What follows belongs to an exercise in optimizing a design on an open flow for small area, a short achievable clock period and few clock cycles; a production flow would make more cautious choices.
In this exercise RTL edits were held to simulation tests only and were not proved equivalent to the original.
Power and IR drop assume default switching activity.

==> flow/design.v <==
package spq_pkg;
  localparam int QUEUE_DEPTH_DEF = 64;
  localparam int KIND_BITS_DEF   = 8;
  localparam int ID_W     = 16;
  localparam int KIND_W   = 8;
  localparam int PRIO_W   = 32;
  localparam int STATUS_W = 2;
  localparam logic OP_INSERT = 1'b0;
  localparam logic OP_REMOVE = 1'b1;
  localparam logic [STATUS_W-1:0] ST_OK     = 2'd0;
  localparam logic [STATUS_W-1:0] ST_BAD_ID = 2'd1;
  localparam logic [STATUS_W-1:0] ST_FULL   = 2'd2;
  localparam logic [STATUS_W-1:0] ST_EMPTY  = 2'd3;
endpackage
module spq_core #(
  parameter int QUEUE_DEPTH = spq_pkg::QUEUE_DEPTH_DEF,
  parameter int KIND_BITS   = spq_pkg::KIND_BITS_DEF,
  localparam int CNT_W      = $clog2(QUEUE_DEPTH + 1)
) (
  input  logic                     clk_i,
  input  logic                     rst_ni,
  input  logic                     req_valid_i,
  output logic                     req_ready_o,
  input  logic                     req_op_i,
  input  logic [spq_pkg::ID_W-1:0]          req_id_i,
  input  logic [spq_pkg::KIND_W-1:0]        req_kind_i,
  input  logic signed [spq_pkg::PRIO_W-1:0] req_prio_i,
  output logic                     res_valid_o,
  input  logic                     res_ready_i,
  output logic [spq_pkg::STATUS_W-1:0]      res_status_o,
  output logic [CNT_W-1:0]         res_count_o,
  output logic [spq_pkg::ID_W-1:0]          res_id_o,
  output logic [spq_pkg::KIND_W-1:0]        res_kind_o,
  output logic signed [spq_pkg::PRIO_W-1:0] res_prio_o
);
  localparam int AW    = $clog2(QUEUE_DEPTH);
  localparam int ENT_W = spq_pkg::ID_W + KIND_BITS + spq_pkg::PRIO_W;
  localparam logic [2:0] S_IDLE  = 3'd0;
  localparam logic [2:0] S_DUP   = 3'd1;
  localparam logic [2:0] S_SHIFT = 3'd2;
  localparam logic [2:0] S_PLACE = 3'd3;
  localparam logic [2:0] S_POP   = 3'd4;
  localparam logic [2:0] S_DONE  = 3'd5;
  logic [2:0]                state_q, state_d;
  logic [CNT_W-1:0]          count_q, count_d;
  logic [CNT_W-1:0]          idx_q, idx_d;
  logic [AW-1:0]             head_q, head_d;
  logic                      dup_q, dup_d;
  logic                      rv_q, rv_d;
  logic [spq_pkg::ID_W-1:0]           new_id_q, new_id_d;
  logic [KIND_BITS-1:0]      new_kind_q, new_kind_d;
  logic signed [spq_pkg::PRIO_W-1:0]  new_prio_q, new_prio_d;
  logic [spq_pkg::STATUS_W-1:0]       res_status_q, res_status_d;
  logic [spq_pkg::ID_W-1:0]           res_id_q, res_id_d;
  logic [spq_pkg::KIND_W-1:0]         res_kind_q, res_kind_d;
  logic signed [spq_pkg::PRIO_W-1:0]  res_prio_q, res_prio_d;
  logic [ENT_W-1:0]          store_q [QUEUE_DEPTH];
  logic [ENT_W-1:0]          rd_q;
  logic                      mem_re, mem_we;
  logic [AW-1:0]             mem_ra, mem_wa;
  logic [ENT_W-1:0]          mem_wd;
  logic [spq_pkg::ID_W-1:0]           rd_id;
  logic [KIND_BITS-1:0]      rd_kind;
  logic signed [spq_pkg::PRIO_W-1:0]  rd_prio;
  logic [ENT_W-1:0]          new_ent;
  assign rd_id   = rd_q[spq_pkg::ID_W-1:0];
  assign rd_kind = rd_q[spq_pkg::ID_W +: KIND_BITS];
  assign rd_prio = rd_q[ENT_W-1 -: spq_pkg::PRIO_W];
  assign new_ent = {new_prio_q, new_kind_q, new_id_q};
  function automatic logic [AW-1:0] phys(input logic [CNT_W-1:0] off);
    logic [CNT_W:0] s;
    s = (CNT_W+1)'(head_q) + {1'b0, off};
    if (s >= (CNT_W+1)'(QUEUE_DEPTH)) s = s - (CNT_W+1)'(QUEUE_DEPTH);
    phys = s[AW-1:0];
  endfunction
  always_comb begin
    state_d      = state_q;
    count_d      = count_q;
    idx_d        = idx_q;
    head_d       = head_q;
    dup_d        = dup_q;
    rv_d         = rv_q;
    new_id_d     = new_id_q;
    new_kind_d   = new_kind_q;
    new_prio_d   = new_prio_q;
    res_status_d = res_status_q;
    res_id_d     = res_id_q;
    res_kind_d   = res_kind_q;
    res_prio_d   = res_prio_q;
    mem_re       = 1'b0;
    mem_ra       = '0;
    mem_we       = 1'b0;
    mem_wa       = '0;
    mem_wd       = new_ent;
    unique case (state_q)
      S_IDLE: begin
        if (req_valid_i) begin
          new_id_d   = req_id_i;
          new_kind_d = KIND_BITS'(req_kind_i);
          new_prio_d = req_prio_i;
          res_id_d   = '0;
          res_kind_d = '0;
          res_prio_d = '0;
          if (req_op_i == spq_pkg::OP_INSERT) begin
            dup_d   = 1'b0;
            rv_d    = 1'b0;
            idx_d   = '0;
            state_d = S_DUP;
          end else if (count_q == '0) begin
            res_status_d = spq_pkg::ST_EMPTY;
            state_d      = S_DONE;
          end else begin
            mem_re  = 1'b1;
            mem_ra  = head_q;
            state_d = S_POP;
          end
        end
      end
      S_DUP: begin
        rv_d  = 1'b0;
        dup_d = dup_q | (rv_q && (rd_id == new_id_q));
        if (idx_q != count_q) begin
          mem_re = 1'b1;
          mem_ra = phys(idx_q);
          idx_d  = idx_q + 1'b1;
          rv_d   = 1'b1;
        end else if (!rv_q) begin
          if ((new_id_q == '0) || dup_q) begin
            res_status_d = spq_pkg::ST_BAD_ID;
            state_d      = S_DONE;
          end else if (count_q == CNT_W'(QUEUE_DEPTH)) begin
            res_status_d = spq_pkg::ST_FULL;
            state_d      = S_DONE;
          end else if (count_q == '0) begin
            idx_d   = '0;
            state_d = S_PLACE;
          end else begin
            mem_re  = 1'b1;
            mem_ra  = phys(count_q - 1'b1);
            idx_d   = count_q;
            state_d = S_SHIFT;
          end
        end
      end
      S_SHIFT: begin
        mem_we = 1'b1;
        mem_wa = phys(idx_q);
        if (rd_prio > new_prio_q) begin
          mem_wd = rd_q;
          idx_d  = idx_q - 1'b1;
          if (idx_q != CNT_W'(1)) begin
            mem_re = 1'b1;
            mem_ra = phys(idx_q - CNT_W'(2));
          end else begin
            state_d = S_PLACE;
          end
        end else begin
          count_d      = count_q + 1'b1;
          res_status_d = spq_pkg::ST_OK;
          state_d      = S_DONE;
        end
      end
      S_PLACE: begin
        mem_we       = 1'b1;
        mem_wa       = phys(idx_q);
        count_d      = count_q + 1'b1;
        res_status_d = spq_pkg::ST_OK;
        state_d      = S_DONE;
      end
      S_POP: begin
        res_status_d = spq_pkg::ST_OK;
        res_id_d     = rd_id;
        res_kind_d   = spq_pkg::KIND_W'(rd_kind);
        res_prio_d   = rd_prio;
        count_d      = count_q - 1'b1;
        head_d       = phys(CNT_W'(1));
        state_d      = S_DONE;
      end
      S_DONE: begin
        if (res_ready_i) state_d = S_IDLE;
      end
      default: state_d = S_IDLE;
    endcase
  end
  always_ff @(posedge clk_i or negedge rst_ni) begin
    if (!rst_ni) begin
      state_q <= S_IDLE;
      count_q <= '0;
      idx_q   <= '0;
      head_q  <= '0;
      dup_q   <= 1'b0;
      rv_q    <= 1'b0;
    end else begin
      state_q <= state_d;
      count_q <= count_d;
      idx_q   <= idx_d;
      head_q  <= head_d;
      dup_q   <= dup_d;
      rv_q    <= rv_d;
    end
  end
  always_ff @(posedge clk_i) begin
    new_id_q     <= new_id_d;
    new_kind_q   <= new_kind_d;
    new_prio_q   <= new_prio_d;
    res_status_q <= res_status_d;
    res_id_q     <= res_id_d;
    res_kind_q   <= res_kind_d;
    res_prio_q   <= res_prio_d;
  end
  always_ff @(posedge clk_i) begin
    if (mem_we) store_q[mem_wa] <= mem_wd;
    if (mem_re) rd_q <= store_q[mem_ra];
  end
  assign req_ready_o  = (state_q == S_IDLE);
  assign res_valid_o  = (state_q == S_DONE);
  assign res_status_o = res_status_q;
  assign res_count_o  = count_q;
  assign res_id_o     = res_id_q;
  assign res_kind_o   = res_kind_q;
  assign res_prio_o   = res_prio_q;
endmodule
module stable_priority_queue_top #(
  parameter int QUEUE_DEPTH = spq_pkg::QUEUE_DEPTH_DEF,
  parameter int KIND_BITS   = spq_pkg::KIND_BITS_DEF,
  localparam int CNT_W      = $clog2(QUEUE_DEPTH + 1),
  localparam int OUT_RAW_W  = CNT_W + spq_pkg::ID_W + spq_pkg::KIND_W + spq_pkg::PRIO_W,
  localparam int OUT_W      = ((OUT_RAW_W + 7) / 8) * 8
) (
  input  logic                clk_i,
  input  logic                rst_ni,
  input  logic                s_axis_tvalid_i,
  output logic                s_axis_tready_o,
  input  logic [55:0]         s_axis_tdata_i,    
  input  logic                s_axis_tuser_i,    
  output logic                m_axis_tvalid_o,
  input  logic                m_axis_tready_i,
  output logic [OUT_W-1:0]    m_axis_tdata_o,    
  output logic [spq_pkg::STATUS_W-1:0] m_axis_tuser_o     
);
  logic                     res_valid, res_ready;
  logic [spq_pkg::STATUS_W-1:0]      res_status;
  logic [CNT_W-1:0]         res_count;
  logic [spq_pkg::ID_W-1:0]          res_id;
  logic [spq_pkg::KIND_W-1:0]        res_kind;
  logic signed [spq_pkg::PRIO_W-1:0] res_prio;
  logic                     m_valid_q;
  logic [OUT_W-1:0]         m_data_q;
  logic [spq_pkg::STATUS_W-1:0]      m_user_q;
  spq_core #(
    .QUEUE_DEPTH(QUEUE_DEPTH),
    .KIND_BITS  (KIND_BITS)
  ) u_core (
    .clk_i       (clk_i),
    .rst_ni      (rst_ni),
    .req_valid_i (s_axis_tvalid_i),
    .req_ready_o (s_axis_tready_o),
    .req_op_i    (s_axis_tuser_i),
    .req_id_i    (s_axis_tdata_i[15:0]),
    .req_kind_i  (s_axis_tdata_i[23:16]),
    .req_prio_i  (s_axis_tdata_i[55:24]),
    .res_valid_o (res_valid),
    .res_ready_i (res_ready),
    .res_status_o(res_status),
    .res_count_o (res_count),
    .res_id_o    (res_id),
    .res_kind_o  (res_kind),
    .res_prio_o  (res_prio)
  );
  assign res_ready = !m_valid_q || m_axis_tready_i;
  always_ff @(posedge clk_i or negedge rst_ni) begin
    if (!rst_ni) begin
      m_valid_q <= 1'b0;
    end else if (res_ready) begin
      m_valid_q <= res_valid;
    end
  end
  always_ff @(posedge clk_i) begin
    if (res_ready && res_valid) begin
      m_data_q <= OUT_W'({res_prio, res_kind, res_id, res_count});
      m_user_q <= res_status;
    end
  end
  assign m_axis_tvalid_o = m_valid_q;
  assign m_axis_tdata_o  = m_data_q;
  assign m_axis_tuser_o  = m_user_q;
endmodule
==> flow/run.sh <==
#!/bin/bash
# synth_recipe.tcl (not shown) runs the flow's synth.tcl, then flattens the netlist and writes it again
# the make line also repeats each setting of config.mk as NAME=value (left out here)
make -C /OpenROAD-flow-scripts/flow DESIGN_CONFIG=/design/flow/config.mk WORK_HOME=/design/flow/orfs CLKGATE_MAP_FILE= SYNTH_SCRIPT=/design/flow/synth_recipe.tcl finish
==> flow/config.mk <==
export PLATFORM = sky130hd
export DESIGN_NAME = stable_priority_queue_top
export DESIGN_NICKNAME = stable_priority_queue_top
export VERILOG_FILES = /design/flow/design.v
export SDC_FILE = /design/flow/constraint.sdc
export NUM_CORES = 4
export LEC_CHECK = 0
export CAP_MARGIN = 20
export CORE_MARGIN = 2
export CORE_UTILIZATION = 40
export SLEW_MARGIN = 20
==> flow/constraint.sdc <==
create_clock -name core_clock -period 7.0 [get_ports {clk_i}]
set_input_delay 1.4000 -clock core_clock [delete_from_list [all_inputs] [get_ports {clk_i}]]
set_output_delay 1.4000 -clock core_clock [all_outputs]
set_load 0.01 [all_outputs]
==> results.txt <==
-- final timing paths --
path	end	cells past startpoint	slack, ns
min in group asynchronous	u_core.count_q[5]	2	0.83
min	m_data_q[55]	0	0.41
max reg2reg	u_core.rd_q[24]	14	0.86
min reg2reg	m_data_q[55]	0	0.41
max	u_core.rd_q[24]	14	0.86
max in group asynchronous	u_core.state_q[2]	2	5.88
-- metal layers --
layer  share of wire  vias to the layer above
met1            0.38                    48890
met2            0.46                     6307
li1                -                    39582
met4           0.050                        8
met3            0.11                     1194
met5        0.000097                        -
-- power by group --
| part | switching, mW | internal, mW |
|---|---|---|
| clock network | 8.85 | 11.7 |
| logic | 19.5 | 7.70 |
| registers | 0.746 | 27.6 |
-- cell type report --
cell class	instances	share of cell area
Sequential cell	3845	0.669
Multi-Input combinational cell	5707	0.190
Clock buffer	451	0.0570
Tap cell	4994	0.0363
Timing Repair Buffer	478	0.0316
Clock inverter	246	0.0149
Inverter	45	0.000980
Antenna cell	11	0.000160
-- registers in the layout, summed over array words and instances, names as in the netlist --
name                 count
u_core.res_prio_q       32
m_data_q                63
u_core.dup_q             1
u_core.idx_q             7
u_core.count_q           7
u_core.state_q           3
u_core.head_q            6
u_core.rv_q              1
u_core.store_q        3584
u_core.res_kind_q        8
u_core.rd_q             56
u_core.new_prio_q       32
m_user_q                 2
m_valid_q                1
u_core.res_id_q         16
u_core.res_status_q      2
u_core.new_id_q         16
u_core.new_kind_q        8
-- cells in the final DEF (no fill, tap or decap), drive strengths merged, types with 13 or more instances in the layout --
| cell | n |
|---|---|
| a21oi | 39 |
| nand3 | 1177 |
| buf | 351 |
| nor3 | 14 |
| bufinv | 44 |
| nor2 | 100 |
| mux2 | 25 |
| edfxtp | 3819 |
| o21ai | 59 |
| clkinv | 173 |
| xnor2 | 41 |
| clkbuf | 451 |
| ha | 56 |
| mux2i | 440 |
| a31oi | 291 |
| dfrtp | 26 |
| clkdlybuf4s50 | 127 |
| xor2 | 13 |
| nand4 | 313 |
| and3 | 128 |
| and4 | 53 |
| inv | 63 |
| a32oi | 424 |
| nand2 | 2406 |
-- cells by family after synthesis --
group | synth area share
XOR/XNOR | 0.00330
AO/OA/AOI/OAI | 0.0445
flip-flops | 0.768
other | 0.0000250
multiplexers | 0.0312
buffers and inverters | 0.0222
AND/OR/NAND/NOR | 0.126
adder cells (fa/ha/maj) | 0.00506
-- per-stage QoR --
step	cells	utilization	total power [mW]	instance area, µm²
floorplan	10284	-	45.1	150000
global placement	15056	0.425	55.0	159000
detailed placement	15066	0.426	55.4	160000
CTS	15763	0.459	75.7	172000
global route	15767	0.460	78.7	172000
finish	15777	0.460	76.0	172000
==> qor.csv <==
stage,metric,value,unit
setup_path,cp-startpoint,u_core.rd_q[55],
sta,setup_viol,0,
routing,drtAntennaViolNets,0,
logic_synthesis,postSynthCellCount,10284,
routing,wl,495000,µm
logic_synthesis,yosysTopAreaCellShare,0.763,
die,rows,225,
final_layout,fill_cells,31976,
clocking,holdBufCountCts,0,
sta,min_period,6.14,ns
grt,grt_pass1_wl,689000,µm
logic_synthesis,syn_area,150000,µm²
setup_path,crit_arrival,6.67,ns
die,fp.dieArea,381000,µm²
routing,routed-via-count,95981,
sta,slew_viol_final,0,
pwr,power_leakage,57.6,nW
die,core,375000,µm²
routing,dr.pass1.iters,6,
status,status,"complete, no violations",
grt,overflow,0,
placement,dp_hpwl,261000,µm
sta,slew_headroom,0.166,
clocking,postCtsSetupRepairBufs,0,
hold_path,min-delay-start,u_core.res_prio_q[24],
die,die_w,617,µm
logic_synthesis,synth_warnings,2,
final_layout,register_area,115000,µm²
logic_synthesis,synth_edf_count,3819,
logic_synthesis,synthFlopType,edfxtp_1,
clocking,clk_pin_slew,0.06,ns
grt,use_met3,0.0521,
setup_path,required,7.53,ns
sta,worst_slack,0.864,ns
logic_synthesis,syn_nets,10404,
pwr,p_per_area,441,nW/µm²
final_layout,finalNetCount,10577,
logic_synthesis,yosysSeqAreaShare,0.768,
sta,holdWs,0.412,ns
job,cap_violations,0,
setup_path,crit_type,flip-flop to flip-flop,
routing,post_drt_wl_per_cell,31.4,µm
placement,post-place-ws,0.908,ns
clocking,insertion_delay,0.97,ns
setup_path,path_buf_inv,2,
sta,min_period_over_period,0.877,
logic_synthesis,netlist_top_cells_count,"3819 x edfxtp_1, 2406 x nand2_1, 1177 x nand3_1",
sta,finalHoldViolCount,0,
setup_path,cp_top_family,simple AND/OR/NAND/NOR gates,
clocking,cts_resized,0,
die,chipHeight,617,µm
clocking,root_buffer,clkbuf_16,
placement,port_buffers,127,
logic_synthesis,async_flop_share,0.00676,
logic_synthesis,post-synth-top-count-cell,edfxtp_1,
setup_path,crit_path_frequent_cell,nand4_1,
hold_path,hp-class,flip-flop to flip-flop,
die,pin_count,129,
grt,grt_max_degree,148,
clocking,numCtsBuffers,380,
logic_synthesis,synth_area_leaders,"edfxtp_1 76%, nand2_1 6.0%, nand3_1 3.9%",
clocking,htree_levels,5,
setup_path,start_kind,flip-flop,
sta,worstMarginPinSlew,1.25,ns
logic_synthesis,yosys_register_bits,3845,
setup_path,critPathMaxFanout,99,
grt,use_met2,0.396,
sta,max_freq,0.163,GHz
clocking,cts_sinks,3845,
setup_path,slowest_delay,0.68,ns
clocking,tritoncts,built,
setup_path,worstSetupEndpointType,flip-flop,
grt,grt_use_met1,0.339,
final_layout,synthToLayoutAreaGrowth,14.7,%
grt,grtUsageTotal,0.252,
setup_path,cp_cell_sequence,ha_1 -> nand4_1 -> or4_4 -> o311ai_1 -> a311oi_1 -> a211oi_1 -> and2_4 -> buf_4 -> buf_12 -> mux2i_1 -> a32oi_1 -> nand4_1 -> and4_1 -> nand4_1,
routing,drt_iter0_markers,14862,
placement,gp_congestion,0.872,
grt,first_global_vias,90671,
sta,rsz0062_at_grt,no,
final_layout,multi_input_area,32700,µm²
routing,drc,0,
grt,antenna_found_initial,20,
sta,clock_skew,0.114,ns
final_layout,drive_gt1_frac,0.0978,
sta,setup_tns,0,ns
pwr,ir_drop,616,µV
die,initial_core_util,0.401,
logic_synthesis,synth_cell_types,75,
logic_synthesis,synth.largest_area_cell,edfxtp_1,
routing,routed_via_density,6.08,
setup_path,slowest_stage,and2_4,
clocking,cts_buffer_depth,4,
setup_path,r2r-start,u_core.rd_q[55],
grt,top_usage_layer,met2,
logic_synthesis,synth_area_per_cell,14.6,µm²
Testbench counts, summed over its fixed seeds: cycles 128,920.

-- static timing again, ports no longer ideal --
Ports are ideal in the flow. The routed layout listed here was re-timed in OpenROAD. Step 1: set_driving_cell puts a clkbuf_16 on clk_i and a buf_2 on each other input, an assumption about the parent block. Step 2 times the ports against the registers' clock, not the clock port: input delays grow and output delays shrink by t, the midpoint of the rising clock arrivals with the driver on. a / b / c = ideal ports / drivers / drivers and shift; a / b = the first two.
shift t [ns]: 1.028
slack for setup (ns): 0.864 / 0.864 / 0.701
worst setup path after step 2: input to register
pins driven straight from the clock port: 1
After both steps setup and hold are still met in this run. For this run, drivers alone change the setup slack by 0.000 ns; drivers and shift together by -0.163 ns.
